Source: an optimization exercise on an open RTL-to-GDS flow (aim: small area and a short achievable clock period). Production flows keep margins and buffers that such runs may drop. RTL that was checked went through simulation tests only; none was proved equivalent to the original.

## oak
==> flow/design.v <==
module rc4_memory_bank #(
  parameter int                          S_DEPTH        = 256,
  parameter int                          MSG_DEPTH      = 32,
  parameter int                          DATA_W         = 8,
  parameter logic [MSG_DEPTH*DATA_W-1:0] ENC_INIT_IMAGE =
    256'hc9dc233605081f6271444b5eadb0878a99ecf3c6d5d82f3201141b6e7d40575a
) (
  input  logic              clk,
  input  logic              rst,
  input  logic [7:0]        s_address,
  input  logic [DATA_W-1:0] s_data,
  input  logic              s_wren,
  output logic [DATA_W-1:0] s_q,
  input  logic [7:0]        enc_address,
  output logic [DATA_W-1:0] enc_q,
  input  logic [7:0]        dec_address,
  input  logic [DATA_W-1:0] dec_data,
  input  logic              dec_wren,
  output logic [DATA_W-1:0] dec_q
);
  localparam int S_AW   = $clog2(S_DEPTH);
  localparam int MSG_AW = $clog2(MSG_DEPTH);
  logic [S_DEPTH-1:0] s_wsel, s_rsel_n;
  rc4mb_wdec #(.AW(S_AW)) u_s_wdec (
    .addr(s_address[S_AW-1:0]), .we(rst & s_wren), .sel(s_wsel)
  );
  rc4mb_rdec #(.AW(S_AW)) u_s_rdec (
    .addr(s_address[S_AW-1:0]), .sel_n(s_rsel_n)
  );
  logic [DATA_W-1:0] s_mem [S_DEPTH];
  logic [DATA_W-1:0] s_rd;
  always_ff @(posedge clk) begin
    for (int w = 0; w < S_DEPTH; w++)
      if (s_wsel[w]) s_mem[w] <= s_data;
  end
  logic [S_DEPTH*DATA_W-1:0] s_words;
  for (genvar w = 0; w < S_DEPTH; w++) begin : g_s_words
    assign s_words[w*DATA_W +: DATA_W] = s_mem[w];
  end
  localparam int S_NQ = (S_DEPTH >= 128) ? S_DEPTH / 128 : 1;
  logic [S_NQ*DATA_W-1:0] s_rd_n;
  rc4mb_rdmux #(.N(S_DEPTH), .W(DATA_W), .NQ(S_NQ)) u_s_rdmux (
    .sel_n(s_rsel_n), .words(s_words), .q_n(s_rd_n)
  );
  logic [DATA_W-1:0] s_part_q [S_NQ];
  always_ff @(posedge clk or negedge rst) begin
    if (!rst) begin
      s_part_q[0] <= '1;
      for (int i = 1; i < S_NQ; i++) s_part_q[i] <= '0;
    end else begin
      s_part_q[0] <= s_wren ? ~s_data : s_rd_n[0 +: DATA_W];
      for (int i = 1; i < S_NQ; i++)
        s_part_q[i] <= s_wren ? '0 : s_rd_n[i*DATA_W +: DATA_W];
    end
  end
  always_comb begin
    s_rd = '0;
    for (int i = 0; i < S_NQ; i++) s_rd = s_rd | s_part_q[i];
    s_q = ~s_rd;
  end
  logic [MSG_DEPTH-1:0] d_wsel, d_rsel_n;
  rc4mb_wdec #(.AW(MSG_AW)) u_d_wdec (
    .addr(dec_address[MSG_AW-1:0]), .we(rst & dec_wren), .sel(d_wsel)
  );
  rc4mb_rdec #(.AW(MSG_AW)) u_d_rdec (
    .addr(dec_address[MSG_AW-1:0]), .sel_n(d_rsel_n)
  );
  logic [DATA_W-1:0] dec_mem [MSG_DEPTH];
  logic [DATA_W-1:0] d_rd;
  always_ff @(posedge clk) begin
    for (int w = 0; w < MSG_DEPTH; w++)
      if (d_wsel[w]) dec_mem[w] <= dec_data;
  end
  logic [MSG_DEPTH*DATA_W-1:0] d_words;
  for (genvar w = 0; w < MSG_DEPTH; w++) begin : g_d_words
    assign d_words[w*DATA_W +: DATA_W] = dec_mem[w];
  end
  localparam int D_NQ = (MSG_DEPTH >= 128) ? MSG_DEPTH / 128 : 1;
  logic [D_NQ*DATA_W-1:0] d_rd_n;
  rc4mb_rdmux #(.N(MSG_DEPTH), .W(DATA_W), .NQ(D_NQ)) u_d_rdmux (
    .sel_n(d_rsel_n), .words(d_words), .q_n(d_rd_n)
  );
  always_comb begin
    d_rd = '0;
    for (int i = 0; i < D_NQ; i++) d_rd = d_rd | d_rd_n[i*DATA_W +: DATA_W];
    d_rd = ~d_rd;
  end
  always_ff @(posedge clk or negedge rst) begin
    if (!rst) dec_q <= '0;
    else      dec_q <= dec_wren ? dec_data : d_rd;
  end
  logic [MSG_DEPTH*DATA_W-1:0] enc_rom;
  assign enc_rom = ENC_INIT_IMAGE;
  always_ff @(posedge clk or negedge rst) begin
    if (!rst) enc_q <= '0;
    else      enc_q <= enc_rom[enc_address[MSG_AW-1:0]*DATA_W +: DATA_W];
  end
  logic unused_addr_bits;
  assign unused_addr_bits = ^{enc_address[7:MSG_AW], dec_address[7:MSG_AW]};
endmodule
module rc4mb_rdmux #(
  parameter int N  = 256,
  parameter int W  = 8,
  parameter int NQ = 2
) (
  input  logic [N-1:0]    sel_n,
  input  logic [N*W-1:0]  words,
  output logic [NQ*W-1:0] q_n
);
  localparam int N1 = N / 2;                  
  localparam int N2 = N1 / 2;                 
  localparam int N3 = N2 / 4;                 
  localparam int N4 = N3 / 2;                 
  localparam int N5 = N4 >= 4 ? N4 / 4 : 1;   
  logic [N1*W-1:0] t1_n;
  logic [N2*W-1:0] t2;
  logic [N3*W-1:0] t3_n;
  logic [N4*W-1:0] t4;
  logic [N5*W-1:0] t5_n;
  for (genvar g = 0; g < N1; g++) begin : g_t1
    for (genvar b = 0; b < W; b++) begin : g_b
      rc4mb_oai22 u_leaf (
        .a1(sel_n[2*g]),   .a2(words[(2*g)*W + b]),
        .b1(sel_n[2*g+1]), .b2(words[(2*g+1)*W + b]),
        .y(t1_n[g*W + b])
      );
    end
  end
  for (genvar g = 0; g < N2; g++) begin : g_t2
    rc4mb_nor #(.N(2), .W(W)) u_nor (.a(t1_n[2*g*W +: 2*W]), .y(t2[g*W +: W]));
  end
  for (genvar g = 0; g < N3; g++) begin : g_t3
    rc4mb_nand #(.N(4), .W(W)) u_nand (.a(t2[4*g*W +: 4*W]), .y(t3_n[g*W +: W]));
  end
  for (genvar g = 0; g < N4; g++) begin : g_t4
    rc4mb_nor #(.N(2), .W(W)) u_nor (.a(t3_n[2*g*W +: 2*W]), .y(t4[g*W +: W]));
  end
  if (N4 >= 4) begin : g_t5
    for (genvar g = 0; g < N5; g++) begin : g_g
      rc4mb_nand #(.N(4), .W(W)) u_nand (.a(t4[4*g*W +: 4*W]), .y(t5_n[g*W +: W]));
    end
  end else begin : g_t5
    always_comb begin
      t5_n = '1;
      for (int i = 0; i < N4; i++) t5_n = t5_n & t4[i*W +: W];
      t5_n = ~t5_n;
    end
  end
  assign q_n = t5_n;
endmodule
module rc4mb_oai22 (
  input  logic a1,
  input  logic a2,
  input  logic b1,
  input  logic b2,
  output logic y
);
  assign y = ~((a1 | a2) & (b1 | b2));
endmodule
module rc4mb_nand #(
  parameter int N = 4,
  parameter int W = 8
) (
  input  logic [N*W-1:0] a,
  output logic [W-1:0]   y
);
  always_comb begin
    y = '1;
    for (int i = 0; i < N; i++) y = y & a[i*W +: W];
    y = ~y;
  end
endmodule
module rc4mb_nor #(
  parameter int N = 4,
  parameter int W = 8
) (
  input  logic [N*W-1:0] a,
  output logic [W-1:0]   y
);
  always_comb begin
    y = '0;
    for (int i = 0; i < N; i++) y = y | a[i*W +: W];
    y = ~y;
  end
endmodule
module rc4mb_wdec #(
  parameter int AW = 8
) (
  input  logic [AW-1:0]      addr,
  input  logic               we,
  output logic [(1<<AW)-1:0] sel
);
  localparam int LW = AW / 2;
  localparam int HW = AW - LW;
  logic [(1<<LW)-1:0] lo_n;
  logic [(1<<HW)-1:0] hi_n;
  always_comb begin
    for (int l = 0; l < (1<<LW); l++) lo_n[l] = ~(we & (addr[LW-1:0] == l[LW-1:0]));
    for (int h = 0; h < (1<<HW); h++) hi_n[h] = ~(addr[AW-1:LW] == h[HW-1:0]);
  end
  for (genvar w = 0; w < (1<<AW); w++) begin : g_w
    rc4mb_nor #(.N(2), .W(1)) u_sel (.a({hi_n[w >> LW], lo_n[w % (1<<LW)]}), .y(sel[w]));
  end
endmodule
module rc4mb_rdec #(
  parameter int AW = 8
) (
  input  logic [AW-1:0]      addr,
  output logic [(1<<AW)-1:0] sel_n
);
  localparam int LW = AW / 2;
  localparam int HW = AW - LW;
  logic [(1<<LW)-1:0] lo;
  logic [(1<<HW)-1:0] hi;
  always_comb begin
    for (int l = 0; l < (1<<LW); l++) lo[l] = (addr[LW-1:0] == l[LW-1:0]);
    for (int h = 0; h < (1<<HW); h++) hi[h] = (addr[AW-1:LW] == h[HW-1:0]);
    for (int w = 0; w < (1<<AW); w++) sel_n[w] = ~(hi[w >> LW] & lo[w % (1<<LW)]);
  end
endmodule
make LEC_CHECK=0 CAP_MARGIN=20 CORE_MARGIN=2 CORE_UTILIZATION=40 CTS_CLUSTER_DIAMETER=80 CTS_CLUSTER_SIZE=30 SETUP_SLACK_MARGIN=3.45 SLEW_MARGIN=20 SYNTH_HIERARCHICAL=1 SYNTH_MINIMUM_KEEP_SIZE=0 finish   # period 6.0 ns
run.sh (not shown) runs the stock make flow with config.mk's settings and CLKGATE_MAP_FILE= SYNTH_SCRIPT=/design/flow/synth_recipe.tcl, a recipe that flattens the netlist after the stock synthesis.
## Diff of input files: pine against oak
diff --git a/flow/design.v b/flow/design.v
--- a/flow/design.v
+++ b/flow/design.v
@@ -44,20 +44,19 @@
   );
   logic [DATA_W-1:0] s_part_q [S_NQ];
   always_ff @(posedge clk or negedge rst) begin
     if (!rst) begin
-      s_part_q[0] <= '1;
-      for (int i = 1; i < S_NQ; i++) s_part_q[i] <= '0;
+      for (int i = 0; i < S_NQ; i++) s_part_q[i] <= '0;
     end else begin
-      s_part_q[0] <= s_wren ? ~s_data : s_rd_n[0 +: DATA_W];
+      s_part_q[0] <= s_wren ? s_data : ~s_rd_n[0 +: DATA_W];
       for (int i = 1; i < S_NQ; i++)
-        s_part_q[i] <= s_wren ? '0 : s_rd_n[i*DATA_W +: DATA_W];
-    end
-  end
-  always_comb begin
-    s_rd = '0;
-    for (int i = 0; i < S_NQ; i++) s_rd = s_rd | s_part_q[i];
-    s_q = ~s_rd;
+        s_part_q[i] <= s_wren ? '1 : ~s_rd_n[i*DATA_W +: DATA_W];
+    end
+  end
+  always_comb begin
+    s_rd = '1;
+    for (int i = 0; i < S_NQ; i++) s_rd = s_rd & s_part_q[i];
+    s_q = s_rd;
   end
   logic [MSG_DEPTH-1:0] d_wsel, d_rsel_n;
   rc4mb_wdec #(.AW(MSG_AW)) u_d_wdec (
     .addr(dec_address[MSG_AW-1:0]), .we(rst & dec_wren), .sel(d_wsel)
### Flow results
Diff oak -> pine | count of TritonRoute iterations in the first routing pass | decrease of 1
pine vs. oak: number of gates resized after CTS moved down; register-to-register slack moved up; least setup slack across all paths after layout moved down; overall die area level.
Result: PASS for each of pine and oak
Between pine and oak, it is pine whose worst slack on hold paths is higher, by 0.14 ns.
Only the layout flow was run in pine; the RTL was not checked for function there.

## separate check: timing with driven ports
The flow's constraints put no driver on any port. The routed layouts listed below were extracted and timed again, unchanged, in two steps. Step 1 sets driving cells, clkbuf_16 on the clock port and buf_2 on the other inputs (assumed; they add their load-dependent delay and slew). Step 2 also shifts input and output timing later by t, the mid clock arrival at the registers, as if the neighbouring blocks saw the same clock. a / b / c = ideal ports / drivers / drivers and shift; a / b = the first two.
run | t, ns | setup WS [ns] | pins driven straight from the clock port
oak | 0.869 | 3.249 / 3.161 / 2.378 | 1
pine | 0.866 | 3.183 / 3.090 / 2.456 | 1
After both steps every run listed still meets setup and hold. For oak, which loses most, drivers alone change the setup slack by -0.088 ns; drivers and shift together by -0.871 ns.
